This is an optimization exercise on Yosys and OpenROAD, whose aim is small area, a short achievable clock period and few clock cycles, not a production implementation. Function was checked by simulation only, so behaviour that the tests miss may differ from the original. Power and IR drop assume default switching activity.

== S ==
==> flow/design.v <==
package stack_cpu_pkg;
    localparam int word_width = 32;
    localparam int addr_width = 24;    
    localparam int byte_width = 8;
endpackage
module stack_alu (
    input  logic [31:0] top,
    input  logic [31:0] second,
    input  logic [3:0]  ctl,         
    input  logic        sub,
    input  logic        carry_in,    
    input  logic        arith_lo,    
    input  logic        arith_hi,    
    input  logic        shift,       
    input  logic [7:0]  shift_byte,
    input  logic        flag_sel,    
    input  logic        flag,
    output logic [31:0] lut,
    output logic        carry_lo,
    output logic        lt_u,
    output logic        lt_s,
    output logic [31:0] next_top
);
    logic [31:0] tb;
    logic [17:0] add_lo;
    logic [17:0] add_hi;
    logic [16:0] sum_lo;
    logic [16:0] sum_hi;
    assign tb     = top ^ {32{sub}};
    assign add_lo = {1'b0, second[15:0], 1'b1} + {1'b0, tb[15:0], sub};
    assign add_hi = {1'b0, second[31:16], 1'b1} + {1'b0, tb[31:16], carry_in};
    assign sum_lo = add_lo[17:1];
    assign sum_hi = add_hi[17:1];
    assign carry_lo = sum_lo[16];
    assign lt_u     = !sum_hi[16];
    assign lt_s     = (second[31] ^ top[31]) ? second[31] : sum_hi[15];
    always_comb begin
        for (int i = 0; i < 32; i++) begin
            lut[i] = ctl[{second[i], top[i]}];
        end
    end
    always_comb begin
        next_top = shift ? {shift_byte, top[31:8]} : lut;
        if (arith_lo) next_top[15:0]  = sum_lo[15:0];
        if (arith_hi) next_top[31:16] = sum_hi[15:0];
        if (flag_sel) next_top[0]     = flag;
    end
endmodule
module data_stack (
    input  logic        clk,
    input  logic        reset,
    input  logic        push,        
    input  logic        pop,         
    input  logic        swap,        
    input  logic [31:0] top,
    output logic [31:0] second
);
    logic [31:0] mem [6];
    logic [2:0]  p;
    logic [2:0]  pm1;
    logic [31:0] spilled;
    assign pm1 = p - 3'd1;
    always_comb begin
        case (pm1)
            3'd0: spilled = mem[0];
            3'd1: spilled = mem[1];
            3'd2: spilled = mem[2];
            3'd3: spilled = mem[3];
            3'd4, 3'd6: spilled = mem[4];
            default: spilled = mem[5];
        endcase
    end
    always_ff @(posedge clk) begin
        if (reset) p <= 3'd6;
        else if (push) p <= p + 3'd1;
        else if (pop) p <= pm1;
    end
    always_ff @(posedge clk) begin
        for (int i = 0; i < 6; i++) begin
            if (push && p == 3'(i)) mem[i] <= second;
        end
    end
    always_ff @(posedge clk) begin
        if (push || swap) second <= top;
        else if (pop) second <= spilled;
    end
endmodule
module stack_cpu (
    input  logic        clk,
    input  logic        reset,
    output logic [23:0] flash_addr,
    output logic        flash_enable,
    input  logic [7:0]  flash_data,
    input  logic        flash_ready,
    output logic [7:0]  uart_data,
    output logic        uart_send,
    input  logic        uart_busy,
    output logic        halted
);
    localparam logic [3:0] l_hold = 4'b1010;
    localparam logic [3:0] l_sec  = 4'b1100;
    localparam logic [3:0] l_and  = 4'b1000;
    localparam logic [3:0] l_or   = 4'b1110;
    localparam logic [3:0] l_xor  = 4'b0110;
    localparam logic [3:0] l_not  = 4'b0101;
    localparam logic [3:0] l_zero = 4'b0000;
    localparam logic [2:0] f_idle = 3'd0;    
    localparam logic [2:0] f_r1   = 3'd1;    
    localparam logic [2:0] f_r2   = 3'd2;    
    localparam logic [2:0] f_chk  = 3'd3;    
    localparam logic [2:0] f_hold = 3'd4;    
    logic [2:0]  fst;
    logic        hold_mode;
    logic        low_seen;
    logic        got;           
    logic        fail;
    logic [3:0]  c_ctl;         
    logic        c_alo;         
    logic        c_ahi;         
    logic        c_sh;          
    logic        c_fsel;        
    logic [1:0]  c_fsrc;        
    logic        c_push;
    logic        c_pop;
    logic        c_swap;
    logic        c_uart;        
    logic        c_flag;        
    logic        c_taken;       
    logic        c_jump;        
    logic        c_tgt0;
    logic        c_e2;          
    logic        pp;            
    logic        hp;            
    logic [7:0]  xb;            
    logic        xb_sub;        
    logic        slot_free;     
    logic [2:0]  imc;           
    logic        is_branch;     
    logic        taken;
    logic [7:0]  target_lo;     
    logic        imm_last;      
    logic        is_op;
    logic [31:0] top;
    logic [31:0] second;
    logic [31:0] lut;
    logic [31:0] next_top;
    logic        zero;
    logic        carry;
    logic        carry_lo;
    logic        lt_u;
    logic        lt_s;
    logic        flagq;
    logic        flag;
    assign is_op     = (imc == 3'd0);
    assign imm_last  = (imc == 3'd1);
    assign slot_free = !c_e2 && !pp && !hp;
    assign got  = flash_ready && low_seen &&
                  ((fst == f_chk) || ((fst == f_hold) && slot_free));
    assign fail = (fst == f_chk) && !(flash_ready && low_seen);
    logic        skip;
    logic        load_target;
    logic        inc_lo;
    logic [22:0] inc_hi;
    logic [23:0] addr_inc;
    assign skip        = is_branch && imm_last;
    assign load_target = skip && taken;
    assign inc_lo      = flash_addr[0] | skip;
    always_comb begin
        for (int i = 0; i < 23; i++) begin
            inc_hi[i] = flash_addr[i + 1] ^ (inc_lo && (&(flash_addr[23:1] | ~(23'h7fffff >> (23 - i)))));
        end
    end
    assign addr_inc = {inc_hi, flash_addr[0] ^ !skip};
    always_ff @(posedge clk) begin
        if (reset) begin
            fst          <= f_idle;
            flash_enable <= 1'b0;
            flash_addr   <= 24'd0;
            hold_mode    <= 1'b0;
            low_seen     <= 1'b0;
        end else if (halted) begin
            fst          <= f_idle;
            flash_enable <= 1'b0;
        end else begin
            if (got) flash_addr <= (load_target) ? {flash_data, xb, target_lo} : addr_inc;
            case (fst)
                f_idle: begin
                    flash_enable <= 1'b1;
                    hold_mode    <= 1'b0;
                    low_seen     <= 1'b0;
                    fst          <= f_r1;
                end
                f_r1: fst <= f_r2;
                f_r2: begin
                    low_seen <= !flash_ready;
                    if (hold_mode || !slot_free) begin
                        fst <= f_hold;
                    end else begin
                        flash_enable <= 1'b0;
                        fst          <= f_chk;
                    end
                end
                f_chk: begin
                    flash_enable <= 1'b1;
                    hold_mode    <= fail;
                    low_seen     <= 1'b0;
                    fst          <= f_r1;
                end
                f_hold: begin
                    if (!flash_ready) low_seen <= 1'b1;
                    if (got) begin
                        flash_enable <= 1'b0;
                        fst          <= f_idle;
                    end
                end
                default: fst <= f_idle;
            endcase
        end
    end
    always_ff @(posedge clk) begin
        if (reset) begin
            imc <= 3'd0;
        end else if (got) begin
            if (!is_op) begin
                imc <= imc - 3'd1;
            end else if (flash_data == 8'h01) begin
                imc       <= 3'd4;
                is_branch <= 1'b0;
            end else if (flash_data == 8'h0e || flash_data == 8'h0f) begin
                imc       <= 3'd3;
                is_branch <= 1'b1;
            end
        end
        if (got) begin
            xb     <= flash_data;
            xb_sub <= (flash_data[3:0] != 4'h2);    
        end
    end
    always_ff @(posedge clk) begin
        c_ctl   <= l_hold;
        c_alo   <= 1'b0;
        c_ahi   <= 1'b0;
        c_sh    <= 1'b0;
        c_fsel  <= 1'b0;
        c_fsrc  <= 2'd0;
        c_push  <= 1'b0;
        c_pop   <= 1'b0;
        c_swap  <= 1'b0;
        c_uart  <= 1'b0;
        c_flag  <= 1'b0;
        c_taken <= 1'b0;
        c_jump  <= 1'b0;
        c_tgt0  <= 1'b0;
        c_e2    <= 1'b0;
        if (reset) begin
            pp     <= 1'b0;
            hp     <= 1'b0;
            halted <= 1'b0;
        end else if (got) begin
            if (!is_op) begin
                if (!is_branch) c_sh <= 1'b1;
                if (is_branch && imc == 3'd3) c_tgt0 <= 1'b1;
            end else begin
                case (flash_data)
                    8'h01, 8'h12: c_push <= 1'b1;                                    
                    8'h14: begin c_push <= 1'b1; c_ctl <= l_sec; end                 
                    8'h02, 8'h03, 8'h0a, 8'h0c: begin c_alo <= 1'b1; c_e2 <= 1'b1; end
                    8'h09: begin c_ctl <= l_xor; c_flag <= 1'b1; c_e2 <= 1'b1; end   
                    8'h35: begin c_flag <= 1'b1; c_e2 <= 1'b1; end                   
                    8'h0e: begin c_taken <= 1'b1; c_e2 <= 1'b1; end                  
                    8'h0f: c_jump <= 1'b1;
                    8'h16: begin c_ctl <= l_and; c_pop <= 1'b1; end
                    8'h17: begin c_ctl <= l_or;  c_pop <= 1'b1; end
                    8'h18: begin c_ctl <= l_xor; c_pop <= 1'b1; end
                    8'h19: c_ctl <= l_not;
                    8'h05: begin c_ctl <= l_sec; c_pop <= 1'b1; end                  
                    8'h13: begin c_ctl <= l_sec; c_swap <= 1'b1; end                 
                    8'h08: pp <= 1'b1;                                               
                    8'hff: hp <= 1'b1;                                               
                    default: ;
                endcase
            end
        end else if (c_e2) begin
            case (xb)
                8'h02, 8'h03: begin c_ahi <= 1'b1; c_pop <= 1'b1; end
                8'h0a: begin c_ctl <= l_zero; c_fsel <= 1'b1; c_fsrc <= 2'd1; c_pop <= 1'b1; end
                8'h0c: begin c_ctl <= l_zero; c_fsel <= 1'b1; c_fsrc <= 2'd2; c_pop <= 1'b1; end
                8'h09: begin c_ctl <= l_zero; c_fsel <= 1'b1; c_pop <= 1'b1; end
                8'h35: begin c_ctl <= l_zero; c_fsel <= 1'b1; end
                default: begin c_ctl <= l_sec; c_pop <= 1'b1; end                   
            endcase
        end else if (pp && !uart_send) begin
            c_ctl  <= l_sec;
            c_pop  <= 1'b1;
            c_uart <= 1'b1;
            pp     <= 1'b0;
        end else if (hp && !uart_send) begin
            halted <= 1'b1;
            hp     <= 1'b0;
        end
    end
    always_comb begin
        case (c_fsrc)
            2'd1: flag = lt_s;
            2'd2: flag = lt_u;
            default: flag = flagq;
        endcase
    end
    always_ff @(posedge clk) begin
        if (c_flag) flagq <= zero;
        if (c_alo) carry <= carry_lo;
        if (c_taken) taken <= !zero;
        if (c_jump) taken <= 1'b1;
        if (c_tgt0) target_lo <= xb;
        top <= next_top;
    end
    always_ff @(posedge clk) begin
        if (reset) begin
            uart_send <= 1'b0;
        end else if (c_uart) begin
            uart_send <= 1'b1;
        end else if (!uart_busy) begin
            uart_send <= 1'b0;    
        end
        if (c_uart) uart_data <= top[7:0];
    end
    assign zero = (lut == 32'd0);
    stack_alu u_alu (
        .top        (top),
        .second     (second),
        .ctl        (c_ctl),
        .sub        (xb_sub),
        .carry_in   (carry),
        .arith_lo   (c_alo),
        .arith_hi   (c_ahi),
        .shift      (c_sh),
        .shift_byte (xb),
        .flag_sel   (c_fsel),
        .flag       (flag),
        .lut        (lut),
        .carry_lo   (carry_lo),
        .lt_u       (lt_u),
        .lt_s       (lt_s),
        .next_top   (next_top)
    );
    data_stack u_stack (
        .clk    (clk),
        .reset  (reset),
        .push   (c_push),
        .pop    (c_pop),
        .swap   (c_swap),
        .top    (top),
        .second (second)
    );
endmodule
clock: 8.0 ns
lec_check: 0
cap_margin: 20
core_margin: 2
core_utilization: 40
setup_slack_margin: 5
slew_margin: 20
run.sh (not shown) runs the stock make flow with config.mk's settings and CLKGATE_MAP_FILE= SYNTH_SCRIPT=/design/flow/synth_recipe.tcl, a recipe that flattens the netlist after the stock synthesis.
Testbench counts of S, summed over its fixed seeds: cycles 321,388.
Edits applied to the flow inputs when going from S to R:
--- a/flow/design.v
+++ b/flow/design.v
@@ -125,22 +125,23 @@
     logic        c_swap;
     logic        c_uart;        
     logic        c_flag;        
     logic        c_taken;       
     logic        c_jump;        
     logic        c_tgt0;
+    logic        c_tgt1;
     logic        c_e2;          
     logic        pp;            
     logic        hp;            
     logic [7:0]  xb;            
     logic        xb_sub;        
     logic        slot_free;     
     logic [2:0]  imc;           
     logic        is_branch;     
     logic        taken;
-    logic [7:0]  target_lo;     
+    logic [15:0] target_lo;
     logic        imm_last;      
     logic        is_op;
     logic [31:0] top;
     logic [31:0] second;
     logic [31:0] lut;
     logic [31:0] next_top;
@@ -154,38 +155,30 @@
     assign is_op     = (imc == 3'd0);
     assign imm_last  = (imc == 3'd1);
     assign slot_free = !c_e2 && !pp && !hp;
     assign got  = flash_ready && low_seen &&
                   ((fst == f_chk) || ((fst == f_hold) && slot_free));
     assign fail = (fst == f_chk) && !(flash_ready && low_seen);
-    logic        skip;
-    logic        load_target;
-    logic        inc_lo;
-    logic [22:0] inc_hi;
-    logic [23:0] addr_inc;
-    assign skip        = is_branch && imm_last;
-    assign load_target = skip && taken;
-    assign inc_lo      = flash_addr[0] | skip;
-    always_comb begin
-        for (int i = 0; i < 23; i++) begin
-            inc_hi[i] = flash_addr[i + 1] ^ (inc_lo && (&(flash_addr[23:1] | ~(23'h7fffff >> (23 - i)))));
-        end
-    end
-    assign addr_inc = {inc_hi, flash_addr[0] ^ !skip};
     always_ff @(posedge clk) begin
         if (reset) begin
             fst          <= f_idle;
             flash_enable <= 1'b0;
             flash_addr   <= 24'd0;
             hold_mode    <= 1'b0;
             low_seen     <= 1'b0;
         end else if (halted) begin
             fst          <= f_idle;
             flash_enable <= 1'b0;
         end else begin
-            if (got) flash_addr <= (load_target) ? {flash_data, xb, target_lo} : addr_inc;
+            if (got) begin
+                if (is_branch && imm_last) begin
+                    flash_addr <= taken ? {flash_data, target_lo} : flash_addr + 24'd2;
+                end else begin
+                    flash_addr <= flash_addr + 24'd1;
+                end
+            end
             case (fst)
                 f_idle: begin
                     flash_enable <= 1'b1;
                     hold_mode    <= 1'b0;
                     low_seen     <= 1'b0;
                     fst          <= f_r1;
@@ -248,21 +241,23 @@
         c_swap  <= 1'b0;
         c_uart  <= 1'b0;
         c_flag  <= 1'b0;
         c_taken <= 1'b0;
         c_jump  <= 1'b0;
         c_tgt0  <= 1'b0;
+        c_tgt1  <= 1'b0;
         c_e2    <= 1'b0;
         if (reset) begin
             pp     <= 1'b0;
             hp     <= 1'b0;
             halted <= 1'b0;
         end else if (got) begin
             if (!is_op) begin
                 if (!is_branch) c_sh <= 1'b1;
                 if (is_branch && imc == 3'd3) c_tgt0 <= 1'b1;
+                if (is_branch && imc == 3'd2) c_tgt1 <= 1'b1;
             end else begin
                 case (flash_data)
                     8'h01, 8'h12: c_push <= 1'b1;                                    
                     8'h14: begin c_push <= 1'b1; c_ctl <= l_sec; end                 
                     8'h02, 8'h03, 8'h0a, 8'h0c: begin c_alo <= 1'b1; c_e2 <= 1'b1; end
                     8'h09: begin c_ctl <= l_xor; c_flag <= 1'b1; c_e2 <= 1'b1; end   
@@ -308,13 +303,14 @@
     end
     always_ff @(posedge clk) begin
         if (c_flag) flagq <= zero;
         if (c_alo) carry <= carry_lo;
         if (c_taken) taken <= !zero;
         if (c_jump) taken <= 1'b1;
-        if (c_tgt0) target_lo <= xb;
+        if (c_tgt0) target_lo[7:0]  <= xb;
+        if (c_tgt1) target_lo[15:8] <= xb;
         top <= next_top;
     end
     always_ff @(posedge clk) begin
         if (reset) begin
             uart_send <= 1'b0;
         end else if (c_uart) begin
==> run summary <==
- Between S and R, number of clock sinks increased.
- Compared with S, in R global routing usage summed across all routing layers now sits higher; net switching share of the total power went down by 0.37 points; fraction of power consumed by combinational cells shows a reduction of 2.3 points; overall power consumption shows a reduction of about 0.9%.
Testbench counts of R, summed over its fixed seeds: cycles 321,388.

## afterwards: timing with drivers on the ports
Ports are ideal in the flow. The routed layouts listed here were re-timed in OpenROAD.
Step 1: set_driving_cell puts a clkbuf_16 on clk and a buf_2 on each other input, an assumption about the parent block.
Step 2 times the ports against the registers' clock, not the clock port: input delays grow and output delays shrink by t, the midpoint of the rising clock arrivals with the driver on.
a / b / c = no drivers / after step 1 / after step 2; a / b = the first two.
run | t, ns | slack for setup (ns) | worst slew at a driven data input, ns
S | 0.570 | 5.060 / 5.080 / 4.511 | 0.03
R | 0.583 | 5.071 / 5.093 / 4.521 | 0.03
After both steps every run listed still meets setup and hold. For R, which loses most, drivers alone change the setup slack by +0.022 ns; drivers and shift together by -0.550 ns.
